This design comes from an exercise in tuning for small area on the open sky130 flow, not from production work.
The RTL was checked by simulation tests, not by an equivalence proof against the original design.
Power figures rest on the tool's default switching activity, not on a simulated workload. The flow treats the clock pin as an ideal source, which a real chip does not have.

**flow/config.mk**
```make
export PLATFORM = sky130hd
export DESIGN_NAME = route_table_move_to_front
export DESIGN_NICKNAME = route_table_move_to_front
export VERILOG_FILES = /design/flow/design.v
export SDC_FILE = /design/flow/constraint.sdc
export NUM_CORES = 4
export LEC_CHECK = 0
export CAP_MARGIN = 20
export CORE_MARGIN = 2
export CORE_UTILIZATION = 40
export SLEW_MARGIN = 20
```
**flow/constraint.sdc**
```tcl
create_clock -name core_clock -period 8.0 [get_ports {clock}]
set_input_delay 1.6000 -clock core_clock [delete_from_list [all_inputs] [get_ports {clock}]]
set_output_delay 1.6000 -clock core_clock [all_outputs]
set_load 0.01 [all_outputs]
```
**flow/design.v**
```verilog
`default_nettype none
package rtmf_pkg;
   localparam logic [1:0] OP_SET  = 2'd0;
   localparam logic [1:0] OP_DEL  = 2'd1;
   localparam logic [1:0] OP_LOOK = 2'd2;
   localparam logic [1:0] OP_NONE = 2'd3;
   localparam logic [1:0] STATUS_OK   = 2'd0;
   localparam logic [1:0] STATUS_MISS = 2'd1;
   localparam logic [1:0] STATUS_FULL = 2'd2;
   localparam int KEY_W   = 33;
   localparam int HOP_W   = 48;
   localparam int ENTRY_W = KEY_W + HOP_W;
   function automatic logic [32:0] make_key(input logic [31:0] addr,
                                            input logic [5:0]  plen);
      logic [32:0] therm;
      logic [32:0] key;
      begin
         for (int j = 0; j <= 32; j++) begin
            therm[j] = (plen[5] || (32 - j) <= int'(plen[4:0]));
         end
         key[0] = therm[0];
         for (int j = 1; j <= 32; j++) begin
            key[j] = therm[j] & (addr[j-1] | ~therm[j-1]);
         end
         make_key = key;
      end
   endfunction
   function automatic logic key_covers(input logic [32:0] key,
                                       input logic [31:0] addr);
      logic [31:0] mask;
      logic        ok;
      begin
         mask[0] = key[0];
         for (int j = 1; j < 32; j++) begin
            mask[j] = mask[j-1] | key[j];
         end
         ok = 1'b1;
         for (int j = 0; j < 32; j++) begin
            ok = ok & (~mask[j] | (key[j+1] == addr[j]));
         end
         key_covers = ok;
      end
   endfunction
endpackage
`default_nettype wire
`default_nettype none
module rtmf_mem #(
   parameter int ENTRIES = 32,
   parameter int W       = 81
) (
   input  wire logic           clock,
   output logic [W-1:0]        head,        
   output logic [W-1:0]        spare,       
   input  wire logic           put_spare,   
   input  wire logic           put_new,     
   input  wire logic [W-1:0]   new_data,
   input  wire logic           take_head    
);
   logic [ENTRIES*W-1:0] ring_ff;
   logic [W-1:0]         spare_ff;
   logic [W-1:0]         tail_in;
   assign head  = ring_ff[ENTRIES*W-1 -: W];
   assign spare = spare_ff;
   always_comb begin
      if (put_spare) begin
         tail_in = spare_ff;
      end else if (put_new) begin
         tail_in = new_data;
      end else begin
         tail_in = head;
      end
   end
   always_ff @(posedge clock) begin
      ring_ff <= {ring_ff[(ENTRIES-1)*W-1:0], tail_in};
      if (take_head) begin
         spare_ff <= head;
      end
   end
endmodule
`default_nettype wire
`default_nettype none
module rtmf_ctrl #(
   parameter int ENTRIES = 32,
   localparam int IDX_W = (ENTRIES > 1) ? $clog2(ENTRIES) : 1,
   localparam int CNT_W = $clog2(ENTRIES + 1)
) (
   input  wire logic                   clock,
   input  wire logic                   reset,
   input  wire logic                   req_valid,
   output logic                        req_ready,
   input  wire logic [1:0]             req_op,
   input  wire logic [31:0]            req_addr,
   input  wire logic [32:0]            req_key,
   output logic                        res_valid,
   output logic [1:0]                  res_status,
   output logic                        res_hit,
   input  wire logic                   res_ready,
   output logic [CNT_W-1:0]            route_count,
   input  wire logic [32:0]            head_key,
   output logic                        put_spare,
   output logic                        put_new,
   output logic                        take_head
);
   typedef enum logic [1:0] {
      S_IDLE,
      S_TURN_A,
      S_TURN_B,
      S_DONE
   } state_type;
   state_type              state_ff;
   logic [IDX_W-1:0]       pos_ff;
   logic [CNT_W-1:0]       count_ff;
   logic                   found_ff;
   logic [IDX_W-1:0]       hit_ff;
   logic                   rsp_vld_ff;
   logic [1:0]             rsp_status_ff;
   logic                   rsp_hit_ff;
   logic                   in_list;
   logic                   at_end;
   logic                   at_last;
   logic                   covers;
   logic                   same_key;
   logic                   is_set, is_del, is_look;
   logic                   first_hit;
   logic                   last_pos;
   assign is_set  = (req_op == rtmf_pkg::OP_SET);
   assign is_del  = (req_op == rtmf_pkg::OP_DEL);
   assign is_look = (req_op == rtmf_pkg::OP_LOOK);
   assign in_list  = (CNT_W'(pos_ff) < count_ff);
   assign at_end   = (CNT_W'(pos_ff) == count_ff);
   assign at_last  = (CNT_W'(pos_ff) + 1'b1 == count_ff);
   assign last_pos = (pos_ff == IDX_W'(ENTRIES - 1));
   assign covers   = rtmf_pkg::key_covers(head_key, req_addr);
   assign same_key = (head_key == req_key);
   assign first_hit = (state_ff == S_TURN_A) && in_list && !found_ff
                      && (is_look ? covers : (same_key && !req_op[1]));
   always_comb begin
      put_new   = (state_ff == S_TURN_A) && is_set && !found_ff
                  && ((in_list && same_key) || at_end);
      put_spare = (state_ff == S_TURN_B)
                  && ((pos_ff == hit_ff) || (is_look && pos_ff == '0));
      take_head = put_spare
                  || ((state_ff == S_TURN_A) && is_look && first_hit)
                  || ((state_ff == S_TURN_A) && is_del && at_last);
   end
   always_ff @(posedge clock) begin
      if (reset) begin
         state_ff   <= S_IDLE;
         pos_ff     <= '0;
         count_ff   <= '0;
         rsp_vld_ff <= 1'b0;
      end else begin
         pos_ff <= pos_ff + 1'b1;
         if (rsp_vld_ff && res_ready) begin
            rsp_vld_ff <= 1'b0;
         end
         case (state_ff)
            S_IDLE: begin
               if (req_valid && !rsp_vld_ff && last_pos) begin
                  state_ff <= S_TURN_A;
               end
            end
            S_TURN_A: begin
               if (put_new && at_end) begin
                  count_ff <= count_ff + 1'b1;
               end
               if (last_pos) begin
                  if (is_del && (found_ff || first_hit)) begin
                     count_ff <= count_ff - 1'b1;
                     state_ff <= S_TURN_B;
                  end else if (is_look && (first_hit || (found_ff && hit_ff != '0))) begin
                     state_ff <= S_TURN_B;
                  end else begin
                     state_ff <= S_DONE;
                  end
               end
            end
            S_TURN_B: begin
               if (last_pos) begin
                  state_ff <= S_DONE;
               end
            end
            default: begin
               state_ff   <= S_IDLE;
               rsp_vld_ff <= 1'b1;
            end
         endcase
      end
   end
   always_ff @(posedge clock) begin
      if (state_ff == S_IDLE) begin
         found_ff <= 1'b0;
      end else if (first_hit || put_new) begin
         found_ff <= 1'b1;
      end
      if (first_hit) begin
         hit_ff <= pos_ff;
      end
      if (state_ff == S_DONE) begin
         rsp_hit_ff <= found_ff && is_look;
         if (found_ff) begin
            rsp_status_ff <= rtmf_pkg::STATUS_OK;
         end else if (is_set) begin
            rsp_status_ff <= rtmf_pkg::STATUS_FULL;
         end else begin
            rsp_status_ff <= rtmf_pkg::STATUS_MISS;
         end
      end
   end
   assign req_ready   = (state_ff == S_DONE);
   assign res_valid   = rsp_vld_ff;
   assign res_status  = rsp_status_ff;
   assign res_hit     = rsp_hit_ff;
   assign route_count = count_ff;
endmodule
`default_nettype wire
`default_nettype none
module route_table_move_to_front #(
   parameter int ENTRIES = 32
) (
   input  wire logic          clock,
   input  wire logic          reset,
   input  wire logic          req_tvalid,
   output logic               req_tready,
   input  wire logic [87:0]   req_tdata,
   input  wire logic [1:0]    req_tuser,    
   output logic               rsp_tvalid,
   input  wire logic          rsp_tready,
   output logic [47:0]        rsp_tdata,
   output logic [1:0]         rsp_tuser     
);
   localparam int CNT_W = $clog2(ENTRIES + 1);
   localparam int W     = rtmf_pkg::ENTRY_W;
   logic [32:0]            req_key;
   logic [W-1:0]           new_entry;
   logic [W-1:0]           head;
   logic [W-1:0]           spare;
   logic                   put_spare;
   logic                   put_new;
   logic                   take_head;
   logic                   res_hit;
   logic [CNT_W-1:0]       route_count;
   assign req_key   = rtmf_pkg::make_key(req_tdata[31:0], req_tdata[37:32]);
   assign new_entry = {req_key, req_tdata[85:70], req_tdata[69:38]};
   rtmf_ctrl #(
      .ENTRIES (ENTRIES)
   ) u_ctrl (
      .clock       (clock),
      .reset       (reset),
      .req_valid   (req_tvalid),
      .req_ready   (req_tready),
      .req_op      (req_tuser),
      .req_addr    (req_tdata[31:0]),
      .req_key     (req_key),
      .res_valid   (rsp_tvalid),
      .res_status  (rsp_tuser),
      .res_hit     (res_hit),
      .res_ready   (rsp_tready),
      .route_count (route_count),
      .head_key    (head[W-1 -: 33]),
      .put_spare   (put_spare),
      .put_new     (put_new),
      .take_head   (take_head)
   );
   rtmf_mem #(
      .ENTRIES (ENTRIES),
      .W       (W)
   ) u_mem (
      .clock     (clock),
      .head      (head),
      .spare     (spare),
      .put_spare (put_spare),
      .put_new   (put_new),
      .new_data  (new_entry),
      .take_head (take_head)
   );
   assign rsp_tdata = res_hit ? spare[47:0] : 48'h0;
endmodule
`default_nettype wire
```
**flow/run.sh**
```bash
#!/bin/bash
# synth_recipe.tcl (not shown) runs the flow's synth.tcl, then flattens the netlist and writes it again
# the make line also repeats each setting of config.mk as NAME=value (left out here)
make -C /OpenROAD-flow-scripts/flow DESIGN_CONFIG=/design/flow/config.mk WORK_HOME=/design/flow/orfs CLKGATE_MAP_FILE= SYNTH_SCRIPT=/design/flow/synth_recipe.tcl finish
```
==> results of run 1 <==
[registers in the layout, summed over array words and instances, names as in the netlist]
name	flops
u_mem.ring_ff	2592
u_mem.spare_ff	81
u_ctrl.count_ff	6
u_ctrl.hit_ff	5
u_ctrl.pos_ff	5
u_ctrl.rsp_status_ff	2
u_ctrl.state_ff	2
u_ctrl.found_ff	1
u_ctrl.rsp_hit_ff	1
u_ctrl.rsp_vld_ff	1
[cells in the final DEF (no fill, tap or decap), drive strengths merged, types with 36 or more instances in the layout]
cell and instances:
nor2 117, dfxtp 2607, clkdlybuf4s50 142, xnor2 36
edfxtp 89, a21oi 101, o21ai 43, inv 50
mux2i 71, clkinv 60, nand2 54, clkbuf 337
and2 53
[layer usage]
layer	global-route usage (%)	vias to the layer above	part of all wire, %
li1	-	12600	-
met1	17.7	12100	52
met2	16.7	557	40
met3	3.15	224	5.6
met4	4.67	4	2.9
met5	0	-	0.025
[critical path: cells and delay by family]
kind | cells | cell delay, ns
xor+xnor | 1 | 0.13
compound gates | 3 | 1.20
simple gates | 4 | 2.51
buf+inv | 2 | 1.13
[power by group through the flow]
stage	logic (W)	clock network (W)	registers [W]
after global routing	0.000230	0.0123	0.0135
final	0.000214	0.0114	0.0135
after CTS	0.000214	0.0117	0.0135
after global placement	0.000216	0	0.0138
after detailed placement	0.000213	0	0.0138
after floorplan	0.000103	0	0.0138
[how the worst max path moves through the flow]
stage	startpoint	end	slack [ns]	cells after the start
floorplan	req_tdata[36]	u_mem.spare_ff[0]	2.18	11
global placement	req_tdata[34]	u_mem.spare_ff[3]	1.11	10
detailed placement	req_tdata[34]	u_mem.spare_ff[26]	1.04	10
CTS	req_tdata[34]	u_mem.spare_ff[55]	1.91	10
global route	req_tdata[34]	u_mem.spare_ff[55]	1.71	10
finish	req_tdata[34]	u_mem.spare_ff[55]	1.82	10
[layout make-up]
type / instances / area (sq um) / area share, %
sequential: 2696 / 54900 / 75.3
clock buffer: 337 / 6800 / 9.33
multi-input combinational: 832 / 5480 / 7.52
tap: 2030 / 2540 / 3.49
timing repair buffer: 169 / 1680 / 2.31
clock inverter: 107 / 1360 / 1.87
inverter: 35 / 131 / 0.180
antenna: 3 / 7.51 / 0.0103
[through the flow]
stage,hold WS [ns],std cells
final,0.284,6209
after global routing,0.290,6206
after CTS,0.274,6206
after detailed placement,0.312,5762
after global placement,0.310,5762
after floorplan,0.310,3643
[cells by family (layout without fill, tap and decap cells)]
family | Yosys count | count (layout) | synth area share (%)
buffers and inverters | 115 | 648 | 0.762
multiplexers | 94 | 94 | 1.60
other | 0 | 3 | 0
adder cells (fa/ha/maj) | 15 | 15 | 0.309
flip-flops | 2696 | 2696 | 90.3
XOR/XNOR | 55 | 55 | 0.793
AND/OR/NAND/NOR | 418 | 418 | 3.66
AO/OA/AOI/OAI | 250 | 250 | 2.61
==> impl_metrics.toml, run 1 <==
[synth]
async_reset_ff_share_pct = 0
synth_top_area_share_pct = 85.9
synth_seq_area_share_pct = 90.3
post_synth_num_cell_types = 76
yosys_most_used_dff = "dfxtp_1"
synth_nets = 3752
synth_area_sq_um = 60800
yosysWarnings = 3
yosysMostFrequentCell = "dfxtp_1"
synthCells = 3643
ys_top_cells_by_area = "dfxtp_1, edfxtp_1, mux2i_1, a21oi_1, nor2_1"
synth_edf_count = 89
ys_ff_latch = 2696
yosys.area.top_type = "dfxtp_1"
ys_top_cells_by_count = "dfxtp_1, nor2_1, a21oi_1"
avgSynthCellArea_sq_um = 16.7

[routing]
drt_iter0_markers = 1182
firstDrtPassIters = 5
wirelength_microns = 92300
via_per_inst = 4.10
avgRoutedWirePerCell_microns = 14.9
antenna_left = 0
vias = 25500
route.detailed.drc = 0

[clock_network]
cts-root-buf = "clkbuf_16"
cts_tree = "done"
clkLatencyLatePin_ns = 0.81
post_cts_resized = 0
cts_setup_buffers = 0
clk_pin_slew_ns = 0.06
cts.sinks = 2696
htree_levels = 4
cts_made_buffers = 235
cts_buffer_depth = 3
cts-hold-fix-buffers = 0

[timing]
rsz0062_at_grt = "false"
setup_ws_ns = 1.82
slew_headroom_pct = 34.0
clock.fmax_mhz = 162
hold_violations = 0
final-setup-viol-count = 0
fin_setup_tns_ns = 0
finalMaxSlewViolations = 0
fin_crit_sh_pct = 77.2
skew_ns = 0.0594
period_minus_slack_ns = 6.18
worstMarginPinSlew_ns = 0.990

[critical_path]
worst_setup_path_end_kind = "register"
timing.rr.end = "u_mem.spare_ff[55]"
worstReg2RegStart = "u_mem.ring_ff[2560]"
cpMaxStageDelayCell = "or4_1"
critPathKind = "in2reg"
max_stage_delay_ns = 0.83
required_ns = 8.45
critPathLaunchType = "input pin"
path_max_fanout = 35
r2r.worst_path.cells = 9
crit_arrival_ns = 6.63
path_cells = "clkdlybuf4s50_1 -> or4_1 -> o211ai_1 -> xnor2_1 -> or4b_2 -> nor4_1 -> nand4_1 -> a21oi_2 -> a31o_4 -> buf_12"
r2r_setup_slack_ns = 2.82

[layout]
final_util_pct = 48.1
fin_nets = 4078
synthToLayoutAreaGrowth_pct = 19.9
fin_area_sq_um = 72900
fillers = 12800
drive_above_1_share_pct = 10.9

[placed_design]
routabilityCongestion = 0.845
preCtsSetupSlack_ns = 1.04
port-buffer-count = 143
dp_hpwl_microns = 55500
placed_area_sq_um = 64700

[power]
power_density_nw_per_um2 = 344
power_w = 0.0251
power_frac_seq_pct = 53.9
p_leak_nw = 29.3
vdd_drop_max_v = 0.000221
p_sw_share_pct = 19.4
clockPowerShare_pct = 45.3
switching_power_w = 0.00488
combPwrFrac_pct = 0.9
p_int_w = 0.0202

[global_routing]
grt_max_degree = 71
grt_pass1_vias = 25200
grt_pass1_wl_microns = 144000
antenna_found_initial = 16
gr-total-overflow = 0
grt_usage_pct = 12.0

[die]
io-pin-count = 146
die_area_sq_um = 155000
die_h_microns = 394
die_x_microns = 394
fp-row-count = 143
core_sq_um = 151000
start_util_pct = 40.2

[hold_path]
hold_depth = 0
hp-start = "u_mem.ring_ff[723]"
min_to = "u_mem.ring_ff[804]"
hold_path.class = "reg2reg"

[flow_run]
maxCapViolations = 0

[status]
status = "no timing/DRC/antenna violations"
==> run 2, diff against run 1 <==
--- a/flow/config.mk
+++ b/flow/config.mk
@@ -9,3 +9,4 @@
 export CORE_MARGIN = 2
 export CORE_UTILIZATION = 40
+export CTS_BUF_LIST = sky130_fd_sc_hd__clkbuf_2 sky130_fd_sc_hd__clkbuf_4 sky130_fd_sc_hd__clkbuf_8
 export SLEW_MARGIN = 20
==> run 2 against run 1 <==
Net effect: clock power decreased by 4%; critical endpoint is now u_mem.spare_ff[51]; critical path depth stayed put; die area unchanged; final cell count increased by 3.9%; design area is 0.21% higher; sequential share of layout area fell by 0.16 points; via count rose by 3.5%; core utilization grew 0.10 points; non-clock buffer count stayed put; clock skew is 0.019 ns higher; synthesized cell count unchanged; first-iteration DRC count shrank 3.0%.
==> impl_metrics.toml, run 2 <==
[status]
status = "no timing/DRC/antenna violations"

[routing]
route.detailed.drc = 0
vias = 26400
avgRoutedWirePerCell_microns = 14.7
via_per_inst = 4.09
wirelength_microns = 94600
antenna_left = 0
firstDrtPassIters = 5
drt_iter0_markers = 1146

[layout]
most-common-layout-cells = "dfxtp_1, clkbuf_8, clkdlybuf4s50_1, clkbuf_4, nor2_1"
largest_registers = "u_mem.ring_ff (2592), u_mem.spare_ff (81), u_ctrl.count_ff (6)"
multiInputGateArea_sq_um = 5480
fillers = 12900
synthToLayoutAreaGrowth_pct = 20.1
top_register = "u_mem.ring_ff"
fin_nets = 4235
final_common_cell = "dfxtp_1"
final-seq-area_sq_um = 54900
largest_register_ffs = 2592
drive_above_1_share_pct = 16.9

[clock_network]
htree_levels = 5
cts-hold-fix-buffers = 0
post_cts_resized = 0
clkLatencyLatePin_ns = 0.95
cts.sinks = 2696
cts_setup_buffers = 0
cts_buffer_depth = 4
cts_tree = "done"
cts_made_buffers = 392
clk_pin_slew_ns = 0.07
cts-root-buf = "clkbuf_8"

[global_routing]
grt_most_used_layer = "met1"
grt_pass1_wl_microns = 149000
grt_pass1_vias = 26800
grt_max_degree = 71
grtUsageMet2_pct = 17.1
met1_usage_pct = 17.8
antenna_found_initial = 12
grt_usage_pct = 12.3
gr-total-overflow = 0
grt_use_met3_pct = 3.10

[power]
power_density_nw_per_um2 = 339
power_w = 0.0248
vdd_drop_max_v = 0.000173
p_leak_nw = 29.7

[synth]
synth_top_area_share_pct = 85.9
yosysWarnings = 3
post_synth_num_cell_types = 76
async_reset_ff_share_pct = 0
synth_area_sq_um = 60800
synth.area.mux_share_pct = 1.60
ys_top_cells_by_count = "dfxtp_1, nor2_1, a21oi_1"
ys_top_cells_by_area = "dfxtp_1, edfxtp_1, mux2i_1, a21oi_1, nor2_1"
synth_edf_count = 89
synthAdderAreaFrac_pct = 0.309
yosys.area.top_type = "dfxtp_1"
synth_xor_area_share_pct = 0.793
avgSynthCellArea_sq_um = 16.7
yosysMostFrequentCell = "dfxtp_1"
yosys.area_share.simple_pct = 3.66
yosys_most_used_dff = "dfxtp_1"
synth_nets = 3752
synth_seq_area_share_pct = 90.3
ys_ff_latch = 2696
synth-compound-area-share_pct = 2.61
synth_top_family_by_area = "simple AND/OR/NAND/NOR gates"
synthCells = 3643

[timing]
hold_violations = 0
final-setup-viol-count = 0
fin_crit_sh_pct = 75.4
rsz0062_at_grt = "false"
setup_ws_ns = 1.97
clock.fmax_mhz = 166
period_minus_slack_ns = 6.03
fin_setup_tns_ns = 0
slew_headroom_pct = 31.5
worstMarginPinSlew_ns = 1.03
finalMaxSlewViolations = 0
skew_ns = 0.0781
finalHoldWorstSlack_ns = 0.247

[critical_path]
critPathKind = "in2reg"
worst_setup_path_end_kind = "register"
path_max_fanout = 35
r2r.worst_path.cells = 9
crit_arrival_ns = 6.60
required_ns = 8.57
critPathLaunchType = "input pin"

[die]
start_util_pct = 40.2
die_x_microns = 394
fp-row-count = 143
die_area_sq_um = 155000
die_h_microns = 394
core_sq_um = 151000
io-pin-count = 146

[placed_design]
dp_hpwl_microns = 55500
preCtsSetupSlack_ns = 1.04
port-buffer-count = 143
routabilityCongestion = 0.845

[hold_path]
hold_path.class = "reg2reg"
hold_depth = 0

[flow_run]
maxCapViolations = 0
## run 2: cells by family after synthesis
group,after synthesis
buf+inv,115
xor+xnor,55
fa+ha+maj,15
mux,94
compound gates,250
flops,2696
simple gates,418
## run 2: per-layer routing
layer	vias up	share of wire [%]
li1	13000	-
met1	12600	51
met2	593	41
met3	225	4.8
met4	0	2.9
met5	-	0
## run 2: worst paths after layout
path / start / endpoint / slack [ns]
setup / recovery: req_tdata[34] / u_mem.spare_ff[51] / 1.97
hold / removal: u_mem.ring_ff[1870] / u_mem.ring_ff[1951] / 0.25
setup reg to reg: u_mem.ring_ff[2560] / u_mem.spare_ff[51] / 2.83
hold reg to reg: u_mem.ring_ff[1870] / u_mem.ring_ff[1951] / 0.25
## run 2: metrics by stage
| stage | utilization, % | cell area (sq um) | cells |
|---|---|---|---|
| final | 48.2 | 73000 | 6449 |
| after global routing | 48.2 | 73000 | 6443 |
| after floorplan | - | 60800 | 3643 |
| after detailed placement | 42.7 | 64700 | 5762 |
| after CTS | 48.2 | 73000 | 6442 |
| after global placement | 42.7 | 64700 | 5762 |
## run 2: layout make-up
class | instances | share of cell area [%]
Sequential cell | 2696 | 75.1
Clock buffer | 625 | 10.6
Multi-Input combinational cell | 832 | 7.51
Tap cell | 2030 | 3.48
Timing Repair Buffer | 169 | 2.31
Clock inverter | 55 | 0.742
Inverter | 35 | 0.180
Antenna cell | 7 | 0.0240
## run 2: worst max-delay path: stages
cell	delay [ns]
clkdlybuf4s50_1	0.80
or4_1	0.83
o211ai_1	0.25
xnor2_1	0.13
or4b_2	0.68
nor4_1	0.57
nand4_1	0.44
a21oi_2	0.45
a31o_4	0.46
buf_12	0.32
## run 2: report_power, final
| part | total (W) | switching, W | internal (W) |
|---|---|---|---|
| registers | 0.0135 | 0.00000832 | 0.0135 |
| clock network | 0.0110 | 0.00463 | 0.00641 |
| logic | 0.000215 | 0.000121 | 0.0000934 |
==> run 3, diff against run 2 <==
--- a/flow/config.mk
+++ b/flow/config.mk
@@ -9,4 +9,5 @@
 export CORE_MARGIN = 2
 export CORE_UTILIZATION = 40
-export CTS_BUF_LIST = sky130_fd_sc_hd__clkbuf_2 sky130_fd_sc_hd__clkbuf_4 sky130_fd_sc_hd__clkbuf_8
+export CTS_BUF_LIST = sky130_fd_sc_hd__clkbuf_4
+export CTS_CLUSTER_SIZE = 30
 export SLEW_MARGIN = 20
==> run 3 against run 2 <==
Net effect: critical endpoint is now u_mem.spare_ff[59]; largest cell class unchanged; highest routed layer is now met5; first-iteration DRC count fell by 2.0%; via count rose by 5.6%; still clean on timing, DRC and antenna; critical path type unchanged; routed wire length is 1.7% higher.
==> impl_metrics.toml, run 3 <==
[status]
status = "no timing/DRC/antenna violations"

[routing]
firstDrtPassIters = 5
wirelength_microns = 96200
drt_iter0_markers = 1123
via_per_inst = 4.09
avgRoutedWirePerCell_microns = 14.1
antenna_left = 0
route.detailed.drc = 0
vias = 27800

[die]
die_h_microns = 394
io-pin-count = 146
die_area_sq_um = 155000
fp-row-count = 143
die_x_microns = 394
start_util_pct = 40.2
core_sq_um = 151000

[clock_network]
cts_made_buffers = 634
clk_pin_slew_ns = 0.06
cts_tree = "done"
clkLatencyLatePin_ns = 1.24
cts-hold-fix-buffers = 0
cts_setup_buffers = 0
cts-root-buf = "clkbuf_4"
cts_buffer_depth = 4
post_cts_resized = 0
htree_levels = 6
cts.sinks = 2696

[synth]
synthCells = 3643
yosys_most_used_dff = "dfxtp_1"
synth_seq_area_share_pct = 90.3
ys_top_cells_by_count = "dfxtp_1, nor2_1, a21oi_1"
synth_area_sq_um = 60800
post_synth_num_cell_types = 76
yosysWarnings = 3
synth_edf_count = 89
async_reset_ff_share_pct = 0
avgSynthCellArea_sq_um = 16.7
ys_ff_latch = 2696
synth_top_area_share_pct = 85.9
yosysMostFrequentCell = "dfxtp_1"
yosys.area.top_type = "dfxtp_1"
ys_top_cells_by_area = "dfxtp_1, edfxtp_1, mux2i_1, a21oi_1, nor2_1"
synth_nets = 3752

[global_routing]
antenna_found_initial = 21
grt_use_met3_pct = 4.79
grt_max_degree = 71
grt_pass1_vias = 28900
grt_usage_pct = 12.5
grt_pass1_wl_microns = 152000
grt_most_used_layer = "met2"
grtUsageMet2_pct = 17.2
met1_usage_pct = 17.1
gr-total-overflow = 0

[placed_design]
preCtsSetupSlack_ns = 1.04
port-buffer-count = 143
routabilityCongestion = 0.845
dp_hpwl_microns = 55500
placed_area_sq_um = 64700

[layout]
fin_nets = 4477
final-seq-area_sq_um = 54900
synthToLayoutAreaGrowth_pct = 19.0
multiInputGateArea_sq_um = 5480
fillers = 13200
top_register = "u_mem.ring_ff"
most-common-layout-cells = "dfxtp_1, clkbuf_4, clkdlybuf4s50_1, nor2_1, a21oi_1"
final_common_cell = "dfxtp_1"
largest_register_ffs = 2592
largest_registers = "u_mem.ring_ff (2592), u_mem.spare_ff (81), u_ctrl.count_ff (6)"
drive_above_1_share_pct = 21.3
fin_area_sq_um = 72300

[critical_path]
path_max_fanout = 35
critPathLaunchType = "input pin"
crit_arrival_ns = 6.54
worst_setup_path_end_kind = "register"
required_ns = 8.81
worstReg2RegStart = "u_mem.ring_ff[2560]"
critPathKind = "in2reg"
cp-startpoint = "req_tdata[34]"

[hold_path]
hold_path.class = "reg2reg"
hp-start = "u_mem.ring_ff[336]"

[timing]
clock.fmax_mhz = 175
fin_crit_sh_pct = 71.5
slew_headroom_pct = 33.3
final-setup-viol-count = 0
fin_setup_tns_ns = 0
hold_violations = 0
rsz0062_at_grt = "false"
setup_ws_ns = 2.28
period_minus_slack_ns = 5.72
finalMaxSlewViolations = 0
worstMarginPinSlew_ns = 1.00
skew_ns = 0.122

[power]
vdd_drop_max_v = 0.000176
power_density_nw_per_um2 = 331
p_leak_nw = 29.9

[flow_run]
maxCapViolations = 0
[run 3: cell counts after synthesis]
No cell type changed its count.
[run 3: worst max-delay path, cell delays in order]
cell and delay, ns:
clkdlybuf4s50_1 0.79, or4_1 0.82, o211ai_1 0.25, xnor2_1 0.13, or4b_2 0.68, nor4_1 0.53
nand4_1 0.45, a21oi_2 0.46, a31o_4 0.46, buf_12 0.32
[run 3: area by class of cell]
type                       instances  area share, %
antenna                           14         0.0484
clock buffer                     899           9.33
clock inverter                   129           1.17
inverter                          35          0.182
multi-input combinational        832           7.58
sequential                      2696           75.9
tap                             2030           3.51
timing repair buffer             169           2.33
[run 3: cells by family after synthesis]
| kind of cell | synth area share, % |
|---|---|
| AND/OR/NAND/NOR | 3.66 |
| AO/OA/AOI/OAI | 2.61 |
| adder cells (fa/ha/maj) | 0.309 |
| flip-flops | 90.3 |
| multiplexers | 1.60 |
| XOR/XNOR | 0.793 |
| buffers and inverters | 0.762 |
[run 3: per-stage QoR]
step	total power (W)	cells	hold WS (ns)	util [%]
2_1_floorplan	0.0139	3643	0.310	-
3_3_place_gp	0.0140	5762	0.310	42.7
3_5_place_dp	0.0140	5762	0.312	42.7
4_1_cts	0.0245	6790	0.251	47.8
5_1_grt	0.0252	6800	0.263	47.8
6_report	0.0240	6804	0.245	47.8
[run 3: path summary, 6_finish.rpt]
| check | endpoint | slack, ns | cells past startpoint |
|---|---|---|---|
| max reg2reg | u_mem.spare_ff[59] | 2.81 | 9 |
| min | u_mem.ring_ff[417] | 0.24 | 0 |
| min reg2reg | u_mem.ring_ff[417] | 0.24 | 0 |
| max | u_mem.spare_ff[59] | 2.28 | 10 |
[run 3: where the power goes]
| part | total, W | switching [W] | internal, W |
|---|---|---|---|
| logic | 0.000214 | 0.000121 | 0.0000935 |
| clock network | 0.0102 | 0.00470 | 0.00552 |
| registers | 0.0135 | 0.00000839 | 0.0135 |
[run 3: per-layer routing]
metal  vias to the layer above  wire, microns
li1                      13700              -
met1                     13100          48100
met2                       738          39500
met3                       255           5790
met4                         6           2790
met5                         -             34
==> run 4, diff against run 3 <==
==> flow/flow/run.sh (new file) <==
#!/bin/bash
# Standard layout, with two changes: clock tree synthesis without dummy loads,
# and port buffers of the smallest buffer cell.
set -euo pipefail
export CTS_ARGS="-sink_clustering_enable -repair_clock_nets -dont_use_dummy_load"
export BUFFER_PORTS_ARGS="-buffer_cell sky130_fd_sc_hd__buf_1"
bash standard.sh > standard.log 2>&1
==> flow/standard.sh (new file) <==
#!/bin/bash
# synth_recipe.tcl (not shown) runs the flow's synth.tcl, then flattens the netlist and writes it again
# the make line also repeats each setting of config.mk as NAME=value (left out here)
make -C /OpenROAD-flow-scripts/flow DESIGN_CONFIG=/design/flow/config.mk WORK_HOME=/design/flow/orfs CLKGATE_MAP_FILE= SYNTH_SCRIPT=/design/flow/synth_recipe.tcl "${@:-finish}"
--- a/flow/config.mk
+++ b/flow/config.mk
@@ -9,5 +9,3 @@
 export CORE_MARGIN = 2
 export CORE_UTILIZATION = 40
-export CTS_BUF_LIST = sky130_fd_sc_hd__clkbuf_4
-export CTS_CLUSTER_SIZE = 30
 export SLEW_MARGIN = 20
removed: flow/run.sh
==> run 4 against run 3 <==
Net effect: clock-buffer cell count decreased by 663; final cell count down 12%; maximum frequency up 4.6%; design area fell by 3.7%; setup slack better by 0.25 ns; via count shrank 10%; worst hold slack better by 0.018 ns; power down 4.2%; largest power group unchanged; core utilization decreased by 1.8 points; register-to-register slack worse by 0.02 ns.
==> impl_metrics.toml, run 4 <==
[timing]
final-setup-viol-count = 0
finalMaxSlewViolations = 0
fin_crit_sh_pct = 68.4
rsz0062_at_grt = "false"
worstMarginPinSlew_ns = 1.08
fin_setup_tns_ns = 0
period_minus_slack_ns = 5.47
slew_headroom_pct = 28.1
clock.fmax_mhz = 183
skew_ns = 0.0890
hold_violations = 0

[layout]
most-common-layout-cells = "dfxtp_1, clkbuf_16, buf_1, nor2_1, a21oi_1"
fillers = 13200
fin_nets = 4075
multiInputGateArea_sq_um = 5480
largest_registers = "u_mem.ring_ff (2592), u_mem.spare_ff (81), u_ctrl.count_ff (6)"
final-seq-area_sq_um = 54900
synthToLayoutAreaGrowth_pct = 14.6
largest_register_ffs = 2592
final_common_cell = "dfxtp_1"
top_register = "u_mem.ring_ff"
drive_above_1_share_pct = 7.54

[die]
die_x_microns = 394
fp-row-count = 143
io-pin-count = 146
core_sq_um = 151000
die_area_sq_um = 155000
start_util_pct = 40.2
die_h_microns = 394

[hold_path]
hold_path.class = "reg2reg"

[synth]
synth_nets = 3752
ys_top_cells_by_count = "dfxtp_1, nor2_1, a21oi_1"
synthCells = 3643
ys_ff_latch = 2696
yosysWarnings = 3
synth_seq_area_share_pct = 90.3
synth_top_area_share_pct = 85.9
yosys.area.top_type = "dfxtp_1"
ys_top_cells_by_area = "dfxtp_1, edfxtp_1, mux2i_1, a21oi_1, nor2_1"
avgSynthCellArea_sq_um = 16.7
synth_area_sq_um = 60800
async_reset_ff_share_pct = 0
post_synth_num_cell_types = 76
yosysMostFrequentCell = "dfxtp_1"
synth_edf_count = 89
yosys_most_used_dff = "dfxtp_1"

[routing]
wirelength_microns = 89100
firstDrtPassIters = 4
via_per_inst = 4.16
avgRoutedWirePerCell_microns = 14.9
drt_iter0_markers = 1127
route.detailed.drc = 0
antenna_left = 0
vias = 24900

[clock_network]
cts_buffer_depth = 3
cts.sinks = 2696
cts_made_buffers = 236
cts_setup_buffers = 0
cts-hold-fix-buffers = 0
clk_pin_slew_ns = 0.06
htree_levels = 4
clkLatencyLatePin_ns = 0.81
cts-root-buf = "clkbuf_16"
post_cts_resized = 0
cts_tree = "done"

[power]
vdd_drop_max_v = 0.000198
p_leak_nw = 27.8
power_w = 0.0229
power_density_nw_per_um2 = 329

[global_routing]
grt_pass1_vias = 25100
grt_usage_pct = 11.6
grt_pass1_wl_microns = 140000
grt_max_degree = 82
antenna_found_initial = 7
gr-total-overflow = 0

[critical_path]
worst_setup_path_end_kind = "register"
cpMaxStageDelayCell = "or4b_2"
required_ns = 8.37
critPathLaunchType = "input pin"
max_stage_delay_ns = 0.61
critPathKind = "in2reg"
crit_arrival_ns = 5.84
critPathMostFrequentCell = "buf_4"
path_cells = "buf_1 -> buf_4 -> buf_4 -> and4_1 -> mux2i_1 -> xnor2_1 -> or4b_2 -> nor4_1 -> nand4_1 -> a21oi_2 -> a31o_4 -> buf_4"
path_max_fanout = 35

[flow_run]
maxCapViolations = 0

[placed_design]
port-buffer-count = 143
dp_hpwl_microns = 54500
routabilityCongestion = 0.809

[status]
status = "no timing/DRC/antenna violations"
==> run 4: cell counts after synthesis <==
Identical to the previous run, type by type.
==> run 4: routing by layer <==
| layer | GRT usage, % | up-vias | routed length [microns] |
|---|---|---|---|
| met2 | 16.3 | 439 | 35800 |
| met4 | 4.50 | 2 | 2560 |
| met3 | 3.14 | 197 | 4270 |
| li1 | - | 12400 | - |
| met1 | 17.1 | 11900 | 46400 |
| met5 | 0 | - | 13 |
==> run 4: logic make-up (layout without fill, tap and decap cells) <==
group / Yosys count / after routing / share of synthesized area, %
other: 0 / 3 / 0
and+or+nand+nor: 418 / 418 / 3.66
xor gates and xnor gates: 55 / 55 / 0.793
adders and majority gates: 15 / 15 / 0.309
AOI/OAI and AO/OA: 250 / 250 / 2.61
DFF: 2696 / 2696 / 90.3
muxes: 94 / 94 / 1.60
buffers and inverters: 115 / 436 / 0.762
==> run 4: where the power goes <==
group | total (W) | leakage [nW] | switching [W] | internal [W]
combinational | 0.000184 | 2.93 | 0.000120 | 0.0000640
clock | 0.00924 | 2.91 | 0.00412 | 0.00512
sequential | 0.0135 | 22.0 | 0.00000847 | 0.0135
total | 0.0229 | 27.8 | 0.00425 | 0.0187
==> run 4: worst paths after layout <==
path	startpoint	end	slack [ns]	cells past startpoint
setup / recovery	req_tdata[34]	u_mem.spare_ff[6]	2.53	12
hold / removal	u_mem.ring_ff[229]	u_mem.ring_ff[310]	0.26	0
setup reg to reg	u_mem.ring_ff[2560]	u_mem.spare_ff[6]	2.79	9
hold reg to reg	u_mem.ring_ff[229]	u_mem.ring_ff[310]	0.26	0
==> run 4: final cells by class <==
cell class                 instances  area share [%]
sequential                      2696            78.8
clock buffer                     236            8.48
multi-input combinational        832            7.87
tap                             2030            3.65
timing repair buffer             165            1.03
inverter                          35           0.189
antenna                            3          0.0108
==> run 4: metrics by stage <==
stage	setup slack [ns]	std cells	hold WS (ns)	util, %	cell area (sq um)
6_report	2.53	5997	0.263	46.0	69600
5_1_grt	2.21	5994	0.254	46.0	69600
4_1_cts	2.50	5994	0.246	46.0	69600
3_5_place_dp	1.63	5758	0.312	42.1	63700
3_3_place_gp	1.62	5758	0.310	42.1	63700
2_1_floorplan	2.18	3643	0.310	-	60800
==> run 4: critical path, delay by kind of cell <==
family	cells	cell delay, ns
XOR/XNOR	1	0.36
multiplexers	1	0.11
AND/OR/NAND/NOR	4	1.67
buffers and inverters	4	1.33
AO/OA/AOI/OAI	2	0.71
==> run 5, diff against run 4 <==
--- a/flow/design.v
+++ b/flow/design.v
@@ -47,32 +47,44 @@
 module rtmf_mem #(
    parameter int ENTRIES = 32,
-   parameter int W       = 81
+   parameter int KW      = 33,
+   parameter int PW      = 48,
+   localparam int W      = KW + PW
 ) (
    input  wire logic           clock,
    output logic [W-1:0]        head,        
-   output logic [W-1:0]        spare,       
-   input  wire logic           put_spare,   
+   output logic [PW-1:0]       spare,
+   input  wire logic           put_key,     
+   input  wire logic           put_hop,     
    input  wire logic           put_new,     
    input  wire logic [W-1:0]   new_data,
-   input  wire logic           take_head    
+   input  wire logic           take_key,    
+   input  wire logic           take_hop     
 );
    logic [ENTRIES*W-1:0] ring_ff;
-   logic [W-1:0]         spare_ff;
-   logic [W-1:0]         tail_in;
+   logic [PW-1:0]        spare_ff;
+   logic [KW-1:0]        tail_key;
+   logic [PW-1:0]        tail_hop;
    assign head  = ring_ff[ENTRIES*W-1 -: W];
    assign spare = spare_ff;
-   always_comb begin
-      if (put_spare) begin
-         tail_in = spare_ff;
-      end else if (put_new) begin
-         tail_in = new_data;
-      end else begin
-         tail_in = head;
-      end
-   end
+   logic sel_key_spare, sel_key_new, sel_key_head;
+   logic sel_hop_spare, sel_hop_new, sel_hop_head;
+   assign sel_key_spare = put_key;
+   assign sel_key_new   = put_new && !put_key;
+   assign sel_key_head  = !put_new && !put_key;
+   assign sel_hop_spare = put_hop;
+   assign sel_hop_new   = put_new && !put_hop;
+   assign sel_hop_head  = !put_new && !put_hop;
+   assign tail_key = ({KW{sel_key_spare}} & spare_ff[KW-1:0])
+                   | ({KW{sel_key_new}}   & new_data[W-1 -: KW])
+                   | ({KW{sel_key_head}}  & head[W-1 -: KW]);
+   assign tail_hop = ({PW{sel_hop_spare}} & spare_ff)
+                   | ({PW{sel_hop_new}}   & new_data[PW-1:0])
+                   | ({PW{sel_hop_head}}  & head[PW-1:0]);
    always_ff @(posedge clock) begin
-      ring_ff <= {ring_ff[(ENTRIES-1)*W-1:0], tail_in};
-      if (take_head) begin
-         spare_ff <= head;
+      ring_ff <= {ring_ff[(ENTRIES-1)*W-1:0], tail_key, tail_hop};
+      if (take_hop) begin
+         spare_ff <= head[PW-1:0];
+      end else if (take_key) begin
+         spare_ff[KW-1:0] <= head[W-1 -: KW];
       end
    end
@@ -98,12 +110,15 @@
    output logic [CNT_W-1:0]            route_count,
    input  wire logic [32:0]            head_key,
-   output logic                        put_spare,
+   output logic                        put_key,
+   output logic                        put_hop,
    output logic                        put_new,
-   output logic                        take_head
+   output logic                        take_key,
+   output logic                        take_hop
 );
-   typedef enum logic [1:0] {
+   typedef enum logic [2:0] {
       S_IDLE,
       S_TURN_A,
       S_TURN_B,
+      S_TURN_C,
       S_DONE
    } state_type;
@@ -116,7 +131,10 @@
    logic [1:0]             rsp_status_ff;
    logic                   rsp_hit_ff;
+   logic                   turn_a, turn_b, turn_c;
    logic                   in_list;
    logic                   at_end;
    logic                   at_last;
+   logic                   at_zero;
+   logic                   at_hit;
    logic                   covers;
    logic                   same_key;
@@ -127,20 +145,29 @@
    assign is_del  = (req_op == rtmf_pkg::OP_DEL);
    assign is_look = (req_op == rtmf_pkg::OP_LOOK);
+   assign turn_a = (state_ff == S_TURN_A);
+   assign turn_b = (state_ff == S_TURN_B);
+   assign turn_c = (state_ff == S_TURN_C);
    assign in_list  = (CNT_W'(pos_ff) < count_ff);
    assign at_end   = (CNT_W'(pos_ff) == count_ff);
    assign at_last  = (CNT_W'(pos_ff) + 1'b1 == count_ff);
+   assign at_zero  = (pos_ff == '0);
+   assign at_hit   = (pos_ff == hit_ff);
    assign last_pos = (pos_ff == IDX_W'(ENTRIES - 1));
    assign covers   = rtmf_pkg::key_covers(head_key, req_addr);
    assign same_key = (head_key == req_key);
-   assign first_hit = (state_ff == S_TURN_A) && in_list && !found_ff
+   assign first_hit = turn_a && in_list && !found_ff
                       && (is_look ? covers : (same_key && !req_op[1]));
    always_comb begin
-      put_new   = (state_ff == S_TURN_A) && is_set && !found_ff
-                  && ((in_list && same_key) || at_end);
-      put_spare = (state_ff == S_TURN_B)
-                  && ((pos_ff == hit_ff) || (is_look && pos_ff == '0));
-      take_head = put_spare
-                  || ((state_ff == S_TURN_A) && is_look && first_hit)
-                  || ((state_ff == S_TURN_A) && is_del && at_last);
+      put_new  = turn_a && is_set && !found_ff
+                 && ((in_list && same_key) || at_end);
+      put_key  = turn_b && (at_hit || (is_look && at_zero));
+      put_hop  = turn_c && (at_hit || (is_look && at_zero));
+      take_key = (turn_a && is_look && first_hit && !at_zero)
+                 || (turn_a && is_del && at_last)
+                 || (turn_b && is_look && at_zero);
+      take_hop = (turn_a && is_look && first_hit && at_zero)
+                 || (turn_b && is_look && at_hit)
+                 || (turn_b && is_del && at_end)
+                 || (turn_c && is_look && (at_hit || at_zero));
    end
    always_ff @(posedge clock) begin
@@ -177,4 +204,9 @@
             end
             S_TURN_B: begin
+               if (last_pos) begin
+                  state_ff <= S_TURN_C;
+               end
+            end
+            S_TURN_C: begin
                if (last_pos) begin
                   state_ff <= S_DONE;
@@ -235,8 +267,10 @@
    logic [W-1:0]           new_entry;
    logic [W-1:0]           head;
-   logic [W-1:0]           spare;
-   logic                   put_spare;
+   logic [47:0]            spare;
+   logic                   put_key;
+   logic                   put_hop;
    logic                   put_new;
-   logic                   take_head;
+   logic                   take_key;
+   logic                   take_hop;
    logic                   res_hit;
    logic [CNT_W-1:0]       route_count;
@@ -259,21 +293,24 @@
       .route_count (route_count),
       .head_key    (head[W-1 -: 33]),
-      .put_spare   (put_spare),
+      .put_key     (put_key),
+      .put_hop     (put_hop),
       .put_new     (put_new),
-      .take_head   (take_head)
+      .take_key    (take_key),
+      .take_hop    (take_hop)
    );
    rtmf_mem #(
-      .ENTRIES (ENTRIES),
-      .W       (W)
+      .ENTRIES (ENTRIES)
    ) u_mem (
       .clock     (clock),
       .head      (head),
       .spare     (spare),
-      .put_spare (put_spare),
+      .put_key   (put_key),
+      .put_hop   (put_hop),
       .put_new   (put_new),
       .new_data  (new_entry),
-      .take_head (take_head)
+      .take_key  (take_key),
+      .take_hop  (take_hop)
    );
-   assign rsp_tdata = res_hit ? spare[47:0] : 48'h0;
+   assign rsp_tdata = res_hit ? spare : 48'h0;
 endmodule
 `default_nettype wire
==> flow/flow/run.sh (replaced) <==
#!/bin/bash
# Standard layout, with two changes: clock tree synthesis without dummy loads,
# and port buffers of the smallest buffer cell.
set -euo pipefail
export CTS_ARGS="-sink_clustering_enable -repair_clock_nets -dont_use_dummy_load -sink_clustering_size 30 -sink_clustering_max_diameter 100"
export BUFFER_PORTS_ARGS="-buffer_cell sky130_fd_sc_hd__buf_1"
bash standard.sh > standard.log 2>&1
==> run 5 against run 4 <==
Net effect: sequential cell count down 32; non-clock buffer count down 2; register-to-register slack better by 0.52 ns; clock-buffer cell count down 134; sequential share of layout area up 4.6 points; routed wire length up 7.2%; synthesized cell count down 2.4%; global-route usage up 0.87 points; core utilization down 2.2 points; setup slack better by 0.065 ns; still clean.
==> impl_metrics.toml, run 5 <==
[layout]
final_cells = 5673
final_common_cell = "dfxtp_1"
largest_register_ffs = 2592
fin_area_sq_um = 64600
drive_above_1_share_pct = 3.91
largest_registers = "u_mem.ring_ff (2592), u_mem.spare_ff (48), u_ctrl.count_ff (6)"
final_util_pct = 43.8
fin_nets = 3839
most-common-layout-cells = "dfxtp_1, nand2_1, buf_1, clkbuf_16, a21o_1"
top_register = "u_mem.ring_ff"
synthToLayoutAreaGrowth_pct = 8.92

[power]
vdd_drop_max_v = 0.000203
p_leak_nw = 25.8
power_density_nw_per_um2 = 298
power_w = 0.0193

[routing]
wirelength_microns = 95500
drt_iter0_markers = 1277
route.detailed.drc = 0
firstDrtPassIters = 5
antenna_left = 0
via_per_inst = 4.21
vias = 23900
avgRoutedWirePerCell_microns = 16.8

[global_routing]
grt_use_met3_pct = 3.03
grt_most_used_layer = "met1"
met1_usage_pct = 19.7
grt_usage_pct = 12.5
grt_pass1_wl_microns = 141000
gr-total-overflow = 0
grt_max_degree = 50
grtUsageMet2_pct = 16.9
grt_pass1_vias = 22800
antenna_found_initial = 15

[critical_path]
path_max_fanout = 28
worst_setup_path_end_kind = "register"
required_ns = 8.61
worstReg2RegStart = "u_mem.ring_ff[2571]"
r2r_setup_slack_ns = 3.31
critPathLaunchType = "input pin"
critPathKind = "in2reg"
timing.rr.end = "u_mem.spare_ff[47]"
r2r.worst_path.cells = 8
crit_arrival_ns = 6.02

[die]
die_x_microns = 389
die_h_microns = 389
die_area_sq_um = 151000
fp-row-count = 141
core_sq_um = 147000
start_util_pct = 40.2
io-pin-count = 146

[synth]
async_reset_ff_share_pct = 0
yosysWarnings = 3
synth_nets = 3660
avgSynthCellArea_sq_um = 16.7
synth_seq_area_share_pct = 90.9
synthCells = 3556
synth_area_sq_um = 59300
synth_edf_count = 56
yosysMostFrequentCell = "dfxtp_1"
yosys_most_used_dff = "dfxtp_1"
post_synth_num_cell_types = 84
ys_ff_latch = 2664
yosys.area.top_type = "dfxtp_1"
ys_top_cells_by_area = "dfxtp_1, edfxtp_1, a21o_1, nand2_1, a22o_1"
synth_top_area_share_pct = 88.0
ys_top_cells_by_count = "dfxtp_1, nand2_1, a21o_1"

[timing]
period_minus_slack_ns = 5.41
hold_violations = 0
fin_setup_tns_ns = 0
clock.fmax_mhz = 185
skew_ns = 0.116
final-setup-viol-count = 0
worstMarginPinSlew_ns = 0.999
fin_crit_sh_pct = 67.6
rsz0062_at_grt = "false"
finalMaxSlewViolations = 0
slew_headroom_pct = 31.7

[clock_network]
cts-root-buf = "clkbuf_16"
clkLatencyLatePin_ns = 0.72
cts_setup_buffers = 0
cts_made_buffers = 102
post_cts_resized = 0
htree_levels = 3
clk_pin_slew_ns = 0.10
cts-hold-fix-buffers = 0
cts_tree = "done"
cts.sinks = 2664
cts_buffer_depth = 3

[status]
status = "no timing/DRC/antenna violations"

[placed_design]
dp_hpwl_microns = 61800
routabilityCongestion = 0.832
port-buffer-count = 143
dp_cells = 5561
placed_area_sq_um = 62000

[hold_path]
hold_depth = 0
hold_path.class = "reg2reg"
min_to = "u_mem.ring_ff[578]"
hp-start = "u_mem.ring_ff[497]"

[flow_run]
maxCapViolations = 0
-- run 5: layout make-up --
| class | instances | area, sq um |
|---|---|---|
| multi-input combinational | 779 | 4950 |
| inverter | 25 | 93.8 |
| clock buffer | 102 | 2550 |
| fill | 13000 | 82900 |
| sequential | 2664 | 53900 |
| tap | 1930 | 2410 |
| antenna | 10 | 25.0 |
| timing repair buffer | 163 | 687 |
-- run 5: metrics by stage --
stage                     worst slack, ns  hold WS [ns]
after floorplan                      3.67         0.310
after global placement               1.89         0.310
after detailed placement             1.82         0.312
after CTS                            2.63         0.186
after global routing                 2.50         0.175
final                                2.59         0.196
-- run 5: critical path, cell delays in order --
cell and delay [ns]:
buf_1 0.25, buf_4 0.27, nor4_2 0.40, nand2b_1 0.22, a2111oi_0 0.64, o311ai_0 0.37
nor4_1 0.43, and4_2 0.37, a31o_4 0.49, nor2_4 0.24, buf_4 0.38, a21o_1 0.25
-- run 5: logic make-up after synthesis --
logic type | share of synthesized area, %
simple gates | 3.44
flops | 90.9
fa+ha+maj | 0.211
xor+xnor | 0.753
mux | 0.146
buf+inv | 0.858
compound gates | 3.74
-- run 5: worst max path at each step --
| stage | start | endpoint | depth (start not counted) |
|---|---|---|---|
| floorplan | req_tdata[37] | u_ctrl.hit_ff[0] | 10 |
| global placement | req_tdata[37] | u_mem.ring_ff[38] | 12 |
| detailed placement | req_tdata[37] | u_mem.ring_ff[43] | 12 |
| CTS | req_tdata[37] | u_mem.ring_ff[21] | 12 |
| global route | req_tdata[37] | u_mem.ring_ff[21] | 13 |
| finish | req_tdata[37] | u_mem.ring_ff[21] | 12 |
-- run 5: power breakdown --
group | total, W | internal, W | leakage, nW | switching [W]
logic | 0.000146 | 0.0000460 | 2.96 | 0.0000997
registers | 0.0133 | 0.0133 | 21.6 | 0.00000282
clock network | 0.00584 | 0.00229 | 1.26 | 0.00355
total | 0.0193 | 0.0156 | 25.8 | 0.00365
-- run 5: routing by layer --
layer  part of all wire, %  vias to the layer above  routed length (microns)
li1                      -                    11700                        -
met1                    53                    11600                    50800
met2                    38                      454                    36400
met3                   6.3                      150                     6050
met4                   2.4                        8                     2250
met5                 0.049                        -                       47
==> run 6, diff against run 5 <==
--- a/flow/design.v
+++ b/flow/design.v
@@ -59,5 +59,6 @@
    input  wire logic [W-1:0]   new_data,
    input  wire logic           take_key,    
-   input  wire logic           take_hop     
+   input  wire logic           take_hop,    
+   input  wire logic           clear        
 );
    logic [ENTRIES*W-1:0] ring_ff;
@@ -83,8 +84,7 @@
    always_ff @(posedge clock) begin
       ring_ff <= {ring_ff[(ENTRIES-1)*W-1:0], tail_key, tail_hop};
-      if (take_hop) begin
-         spare_ff <= head[PW-1:0];
-      end else if (take_key) begin
-         spare_ff[KW-1:0] <= head[W-1 -: KW];
+      if (take_hop || take_key || clear) begin
+         spare_ff <= ({PW{take_hop}} & head[PW-1:0])
+                   | ({PW{take_key}} & PW'(head[W-1 -: KW]));
       end
    end
@@ -106,5 +106,4 @@
    output logic                        res_valid,
    output logic [1:0]                  res_status,
-   output logic                        res_hit,
    input  wire logic                   res_ready,
    output logic [CNT_W-1:0]            route_count,
@@ -114,5 +113,6 @@
    output logic                        put_new,
    output logic                        take_key,
-   output logic                        take_hop
+   output logic                        take_hop,
+   output logic                        clear_spare
 );
    typedef enum logic [2:0] {
@@ -130,5 +130,4 @@
    logic                   rsp_vld_ff;
    logic [1:0]             rsp_status_ff;
-   logic                   rsp_hit_ff;
    logic                   turn_a, turn_b, turn_c;
    logic                   in_list;
@@ -230,5 +229,4 @@
       end
       if (state_ff == S_DONE) begin
-         rsp_hit_ff <= found_ff && is_look;
          if (found_ff) begin
             rsp_status_ff <= rtmf_pkg::STATUS_OK;
@@ -243,5 +241,5 @@
    assign res_valid   = rsp_vld_ff;
    assign res_status  = rsp_status_ff;
-   assign res_hit     = rsp_hit_ff;
+   assign clear_spare = (state_ff == S_DONE) && !(found_ff && is_look);
    assign route_count = count_ff;
 endmodule
@@ -273,5 +271,5 @@
    logic                   take_key;
    logic                   take_hop;
-   logic                   res_hit;
+   logic                   clear_spare;
    logic [CNT_W-1:0]       route_count;
    assign req_key   = rtmf_pkg::make_key(req_tdata[31:0], req_tdata[37:32]);
@@ -289,5 +287,4 @@
       .res_valid   (rsp_tvalid),
       .res_status  (rsp_tuser),
-      .res_hit     (res_hit),
       .res_ready   (rsp_tready),
       .route_count (route_count),
@@ -297,5 +294,6 @@
       .put_new     (put_new),
       .take_key    (take_key),
-      .take_hop    (take_hop)
+      .take_hop    (take_hop),
+      .clear_spare (clear_spare)
    );
    rtmf_mem #(
@@ -310,7 +308,8 @@
       .new_data  (new_entry),
       .take_key  (take_key),
-      .take_hop  (take_hop)
+      .take_hop  (take_hop),
+      .clear     (clear_spare)
    );
-   assign rsp_tdata = res_hit ? spare : 48'h0;
+   assign rsp_tdata = spare;
 endmodule
 `default_nettype wire
==> flow/flow/run.sh (replaced) <==
#!/bin/bash
# Standard layout, with two changes: clock tree synthesis without dummy loads,
# and port buffers of the smallest buffer cell.
set -euo pipefail
export CTS_ARGS="-sink_clustering_enable -repair_clock_nets -dont_use_dummy_load -sink_clustering_size 38 -sink_clustering_max_diameter 50"
export BUFFER_PORTS_ARGS="-buffer_cell sky130_fd_sc_hd__buf_1"
bash standard.sh > standard.log 2>&1
--- a/flow/config.mk
+++ b/flow/config.mk
@@ -6,4 +6,6 @@
 export NUM_CORES = 4
 export LEC_CHECK = 0
+export ABC_AREA = 1
+export ABC_CLOCK_PERIOD_IN_PS = 8000
 export CAP_MARGIN = 20
 export CORE_MARGIN = 2
==> run 6 against run 5 <==
Net effect: core utilization rose by 0.73 points; via count fell by 2.4%; global-route usage fell by 0.88 points; final cell count rose by 1.0%; highest routed layer unchanged; non-clock buffer count fell by 12; worst hold slack improved by 0.065 ns; sequential power barely moved; first-iteration DRC count rose by 5.4%; register-to-register slack got worse by 0.74 ns.
==> impl_metrics.toml, run 6 <==
[global_routing]
antenna_found_initial = 17
grt_usage_pct = 11.6
grt_pass1_wl_microns = 128000
grt_pass1_vias = 21900
gr-total-overflow = 0
grt_max_degree = 50

[critical_path]
critPathKind = "in2reg"
path_max_fanout = 34
r2r.worst_path.cells = 26
critPathLaunchType = "input pin"
cp-startpoint = "req_tdata[37]"
required_ns = 8.40
crit_arrival_ns = 6.42
worst_setup_path_end_kind = "register"
worstReg2RegStart = "u_mem.ring_ff[2563]"

[layout]
top_register = "u_mem.ring_ff"
final_util_pct = 44.5
final_common_cell = "dfxtp_1"
fin_nets = 3906
multiInputGateArea_sq_um = 3920
largest_register_ffs = 2592
final-seq-area_sq_um = 53900
fillers = 12800
largest_registers = "u_mem.ring_ff (2592), u_mem.spare_ff (48), u_ctrl.count_ff (6)"
synthToLayoutAreaGrowth_pct = 10.8
drive_above_1_share_pct = 5.16
most-common-layout-cells = "dfxtp_1, nand2_1, buf_1, clkbuf_16, inv_1"

[timing]
fin_crit_sh_pct = 75.3
final-setup-viol-count = 0
hold_violations = 0
period_minus_slack_ns = 6.02
skew_ns = 0.124
slew_headroom_pct = 30.1
clock.fmax_mhz = 166
rsz0062_at_grt = "false"
worstMarginPinSlew_ns = 1.05
finalMaxSlewViolations = 0
fin_setup_tns_ns = 0
setup_ws_ns = 1.98

[synth]
synth_edf_count = 55
yosys_most_used_dff = "dfxtp_1"
synthCells = 3547
post_synth_num_cell_types = 51
ys_top_cells_by_count = "dfxtp_1, nand2_1, inv_1"
yosysWarnings = 3
yosys.area.top_type = "dfxtp_1"
synth_area_sq_um = 58400
synth_seq_area_share_pct = 92.2
ys_ff_latch = 2663
async_reset_ff_share_pct = 0
ys_top_cells_by_area = "dfxtp_1, edfxtp_1, nand2_1, inv_1, xor2_1"
yosysMostFrequentCell = "dfxtp_1"
avgSynthCellArea_sq_um = 16.5
synth_top_area_share_pct = 89.3
synth_nets = 3651

[die]
fp-row-count = 140
die_x_microns = 386
io-pin-count = 146
die_area_sq_um = 149000
die_h_microns = 386
core_sq_um = 145000
start_util_pct = 40.2

[routing]
antenna_left = 0
wirelength_microns = 86800
vias = 23300
firstDrtPassIters = 6
drt_iter0_markers = 1346
route.detailed.drc = 0
avgRoutedWirePerCell_microns = 15.1
via_per_inst = 4.07

[hold_path]
hp-start = "u_mem.ring_ff[1093]"
hold_depth = 0
hold_path.class = "reg2reg"

[placed_design]
dp_hpwl_microns = 58300
preCtsSetupSlack_ns = 1.17
routabilityCongestion = 0.824
port-buffer-count = 143

[power]
power_density_nw_per_um2 = 311
p_sw_share_pct = 18.6
p_leak_nw = 25.8
switching_power_w = 0.00374
vdd_drop_max_v = 0.000206
combPwrFrac_pct = 0.6
p_int_w = 0.0164
power_frac_seq_pct = 66.0
clockPowerShare_pct = 33.4

[clock_network]
cts-root-buf = "clkbuf_16"
cts_tree = "done"
cts_made_buffers = 138
clk_pin_slew_ns = 0.09
cts.sinks = 2663
htree_levels = 4
cts_setup_buffers = 0
cts_buffer_depth = 3
clkLatencyLatePin_ns = 0.78
post_cts_resized = 0
cts-hold-fix-buffers = 0

[flow_run]
maxCapViolations = 0

[status]
status = "no timing/DRC/antenna violations"
==> run 6: changes by cell type in the layout (fill, tap and decap cells not counted), moves of 17 or more <==
cell / before / now
o211ai_1: 4 / 21
nand3_1: 14 / 44
xor2_1: 21 / 41
a22o_1: 59 / 1
clkbuf_16: 102 / 138
a21o_1: 84 / 0
o21ai_1: 3 / 23
a22oi_1: 4 / 32
nand2_1: 161 / 250
o221ai_1: 2 / 20
nand2b_1: 18 / 0
and2_1: 51 / 1
inv_1: 25 / 118
xnor2_1: 30 / 6
==> run 6: layer usage <==
layer	global-route usage [%]	wire length, microns	share of wire (%)
met2	14.9	31600	36
met3	3.47	6920	8.0
met4	4.49	2730	3.1
met5	0	24	0.028
met1	18.0	45500	52
==> run 6: cell type report <==
| cell class | instances | area share (%) |
|---|---|---|
| multi-input combinational | 721 | 6.06 |
| antenna | 14 | 0.0541 |
| tap | 1917 | 3.70 |
| clock buffer | 138 | 5.33 |
| timing repair buffer | 151 | 0.941 |
| inverter | 127 | 0.738 |
| sequential | 2663 | 83.2 |
==> run 6: cell families (layout without fill, tap and decap cells) <==
logic type,count (synthesis),after routing,synth area share (%)
xor+xnor,47,47,0.704
simple gates,431,431,3.22
other cells,0,14,0
flops,2663,2663,92.2
buf+inv,163,416,1.15
compound gates,233,233,2.54
fa+ha+maj,10,10,0.214
==> run 6: power by group through the flow <==
| stage | sequential (W) | clock [W] | combinational [W] |
|---|---|---|---|
| after floorplan | 0.0136 | 0 | 0.0000560 |
| after global placement | 0.0136 | 0 | 0.000114 |
| after detailed placement | 0.0136 | 0 | 0.000113 |
| after CTS | 0.0133 | 0.00699 | 0.000114 |
| after global routing | 0.0133 | 0.00744 | 0.000126 |
| final | 0.0133 | 0.00673 | 0.000114 |
==> run 6: stage by stage <==
step / hold WS, ns / instance area (sq um) / power [W] / cells
CTS: 0.263 / 64700 / 0.0204 / 5717
global route: 0.262 / 64700 / 0.0209 / 5717
detailed placement: 0.312 / 61300 / 0.0137 / 5579
finish: 0.261 / 64800 / 0.0201 / 5731
global placement: 0.310 / 61300 / 0.0137 / 5579
floorplan: 0.310 / 58400 / 0.0137 / 3547
==> run 6: final timing paths <==
path,endpoint,slack [ns]
setup / recovery,u_mem.spare_ff[25],1.98
hold / removal,u_mem.ring_ff[1174],0.26
setup reg to reg,u_mem.spare_ff[25],2.57
hold reg to reg,u_mem.ring_ff[1174],0.26
==> run 6: worst max-delay path: stages <==
cell       delay, ns
buf_1           0.21
buf_4           0.27
nor2_1          0.12
nand2_1         0.11
inv_1           0.04
o21ai_0         0.50
o221ai_1        0.18
a2111oi_0       0.35
nand3_1         0.16
nor4_1          0.36
nand3_1         0.14
nor4_1          0.17
and2_1          0.30
nand2_1         0.08
nand2_1         0.09
nand2_2         0.07
clkinv_2        0.13
nand2_2         0.08
nand2_4         0.36
inv_2           0.30
nand3_2         0.46
buf_12          0.30
==> run 7, diff against run 6 <==
==> flow/flow/run.sh (replaced) <==
#!/bin/bash
# Standard layout, with two changes: clock tree synthesis without dummy loads,
# and port buffers of the smallest buffer cell.
set -euo pipefail
export CTS_ARGS="-sink_clustering_enable -repair_clock_nets -dont_use_dummy_load -sink_clustering_size 36 -sink_clustering_max_diameter 70"
export BUFFER_PORTS_ARGS="-buffer_cell sky130_fd_sc_hd__buf_1"
bash standard.sh > standard.log 2>&1
==> run 7 against run 6 <==
Net effect: still clean; global-route usage is 0.15 points lower; worst hold slack worse by 0.0029 ns; via count is 0.99% lower; setup slack hardly changed; routed wire length is 0.84% lower; non-clock buffer count stayed put; sequential cell count stayed put; synthesized cell count stayed put; power is 4.7% lower; maximum frequency hardly changed; register-to-register slack hardly changed; critical endpoint unchanged; largest power group unchanged; highest routed layer unchanged.
==> impl_metrics.toml, run 7 <==
[critical_path]
crit_arrival_ns = 6.41
path_cells = "buf_1 -> buf_4 -> nor2_1 -> nand2_1 -> inv_1 -> o21ai_0 -> o221ai_1 -> a2111oi_0 -> nand3_1 -> nor4_1 -> nand3_1 -> nor4_1 -> and2_1 -> nand2_1 -> nand2_1 -> nand2_2 -> clkinv_2 -> nand2_2 -> nand2_4 -> inv_2 -> nand3_2 -> buf_12"
critPathMostFrequentCell = "nand2_1"
worst_setup_path_end_kind = "register"
critPathKind = "in2reg"
crit_family = "simple AND/OR/NAND/NOR gates"
cpMaxStageDelayCell = "o21ai_0"
path_max_fanout = 34
critPathLaunchType = "input pin"
required_ns = 8.39
max_stage_delay_ns = 0.49
worst-path-buf-inv = 6

[layout]
top_register = "u_mem.ring_ff"
most-common-layout-cells = "dfxtp_1, nand2_1, buf_1, inv_1, clkbuf_16"
largest_register_ffs = 2592
largest_registers = "u_mem.ring_ff (2592), u_mem.spare_ff (48), u_ctrl.count_ff (6)"
fin_nets = 3869
fillers = 12800
final_common_cell = "dfxtp_1"
final-seq-area_sq_um = 53900
drive_above_1_share_pct = 4.23
final_cells = 5694
synthToLayoutAreaGrowth_pct = 9.24
multiInputGateArea_sq_um = 3920

[clock_network]
htree_levels = 3
cts_setup_buffers = 0
post_cts_resized = 0
clk_pin_slew_ns = 0.10
cts_buffer_depth = 3
cts-hold-fix-buffers = 0
cts_tree = "done"
clkLatencyLatePin_ns = 0.77
cts-root-buf = "clkbuf_16"
cts.sinks = 2663
cts_made_buffers = 101

[global_routing]
grt_pass1_vias = 21600
grt_max_degree = 50
antenna_found_initial = 16
grt_usage_pct = 11.5
grt_pass1_wl_microns = 127000
gr-total-overflow = 0

[timing]
fin_setup_tns_ns = 0
final-setup-viol-count = 0
fin_crit_sh_pct = 75.3
skew_ns = 0.124
clock.fmax_mhz = 166
period_minus_slack_ns = 6.02
slew_headroom_pct = 31.0
hold_violations = 0
rsz0062_at_grt = "false"
worstMarginPinSlew_ns = 1.03
finalMaxSlewViolations = 0

[synth]
synth_edf_count = 55
synth_top_area_share_pct = 89.3
yosys.area.top_type = "dfxtp_1"
async_reset_ff_share_pct = 0
synth_area_sq_um = 58400
ys_ff_latch = 2663
ys_top_cells_by_count = "dfxtp_1, nand2_1, inv_1"
avgSynthCellArea_sq_um = 16.5
yosysMostFrequentCell = "dfxtp_1"
post_synth_num_cell_types = 51
synthCells = 3547
synth_nets = 3651
yosysWarnings = 3
yosys_most_used_dff = "dfxtp_1"
ys_top_cells_by_area = "dfxtp_1, edfxtp_1, nand2_1, inv_1, xor2_1"
synth_seq_area_share_pct = 92.2

[die]
die_h_microns = 386
start_util_pct = 40.2
die_x_microns = 386
io-pin-count = 146
die_area_sq_um = 149000
core_sq_um = 145000
fp-row-count = 140

[flow_run]
maxCapViolations = 0

[routing]
avgRoutedWirePerCell_microns = 15.1
vias = 23100
wirelength_microns = 86000
antenna_left = 0
drt_iter0_markers = 1420
route.detailed.drc = 0
via_per_inst = 4.05
firstDrtPassIters = 6

[placed_design]
routabilityCongestion = 0.824
dp_hpwl_microns = 58300
port-buffer-count = 143
dp_cells = 5579

[hold_path]
hold_path.class = "reg2reg"

[power]
p_leak_nw = 25.3
power_density_nw_per_um2 = 301
vdd_drop_max_v = 0.000193

[status]
status = "no timing/DRC/antenna violations"
run 7: cells by family (layout without fill, tap and decap cells):
| family | count (synthesis) | count (layout) | share of synthesized area [%] |
|---|---|---|---|
| other cells | 0 | 14 | 0 |
| buf+inv | 163 | 379 | 1.15 |
| flops | 2663 | 2663 | 92.2 |
| fa+ha+maj | 10 | 10 | 0.214 |
| simple gates | 431 | 431 | 3.22 |
| compound gates | 233 | 233 | 2.54 |
| xor+xnor | 47 | 47 | 0.704 |
run 7: path summary, 6_finish.rpt:
kind / start / end / slack (ns) / depth (start not counted)
worst max-delay path: req_tdata[37] / u_mem.spare_ff[25] / 1.98 / 22
worst min-delay path: u_mem.ring_ff[2164] / u_mem.ring_ff[2245] / 0.26 / 0
worst max register to register: u_mem.ring_ff[2563] / u_mem.spare_ff[25] / 2.56 / 26
worst min register to register: u_mem.ring_ff[2164] / u_mem.ring_ff[2245] / 0.26 / 0
run 7: area by class of cell:
class / count / share of cell area (%)
sequential: 2663 / 84.4
multi-input combinational: 721 / 6.15
clock buffer: 101 / 3.96
tap: 1917 / 3.76
timing repair buffer: 151 / 0.955
inverter: 127 / 0.749
antenna: 14 / 0.0549
run 7: layer usage:
layer  share of wire, %  global-route usage [%]
met1                 54                    18.1
met2                 36                    14.7
met3                7.2                    3.23
met4                3.0                    3.82
met5             0.0081                       0
run 7: power breakdown:
part           switching [W]  total, W  internal (W)  leakage, nW
clock                0.00351   0.00578       0.00227         1.24
sequential        0.00000433    0.0133        0.0133         21.7
combinational      0.0000788  0.000114     0.0000352         2.39
total                0.00359    0.0192        0.0156         25.3
run 7: metrics by stage:
step | hold WS, ns | worst slack, ns | total power [W] | area [sq um] | utilization (%)
finish | 0.258 | 1.98 | 0.0192 | 63800 | 43.9
global placement | 0.310 | 1.06 | 0.0137 | 61300 | 42.1
global route | 0.258 | 1.46 | 0.0199 | 63800 | 43.9
CTS | 0.261 | 1.96 | 0.0194 | 63800 | 43.9
floorplan | 0.310 | 2.55 | 0.0137 | 58400 | -
detailed placement | 0.312 | 1.17 | 0.0137 | 61300 | 42.1

Check on run 7: ideal ports give 1.977 ns setup slack; a clkbuf_16 on the clock port and buf_2 on the inputs give 1.963 ns; moving port delays by the midpoint clock arrival (0.784 ns) as well gives 1.179 ns.
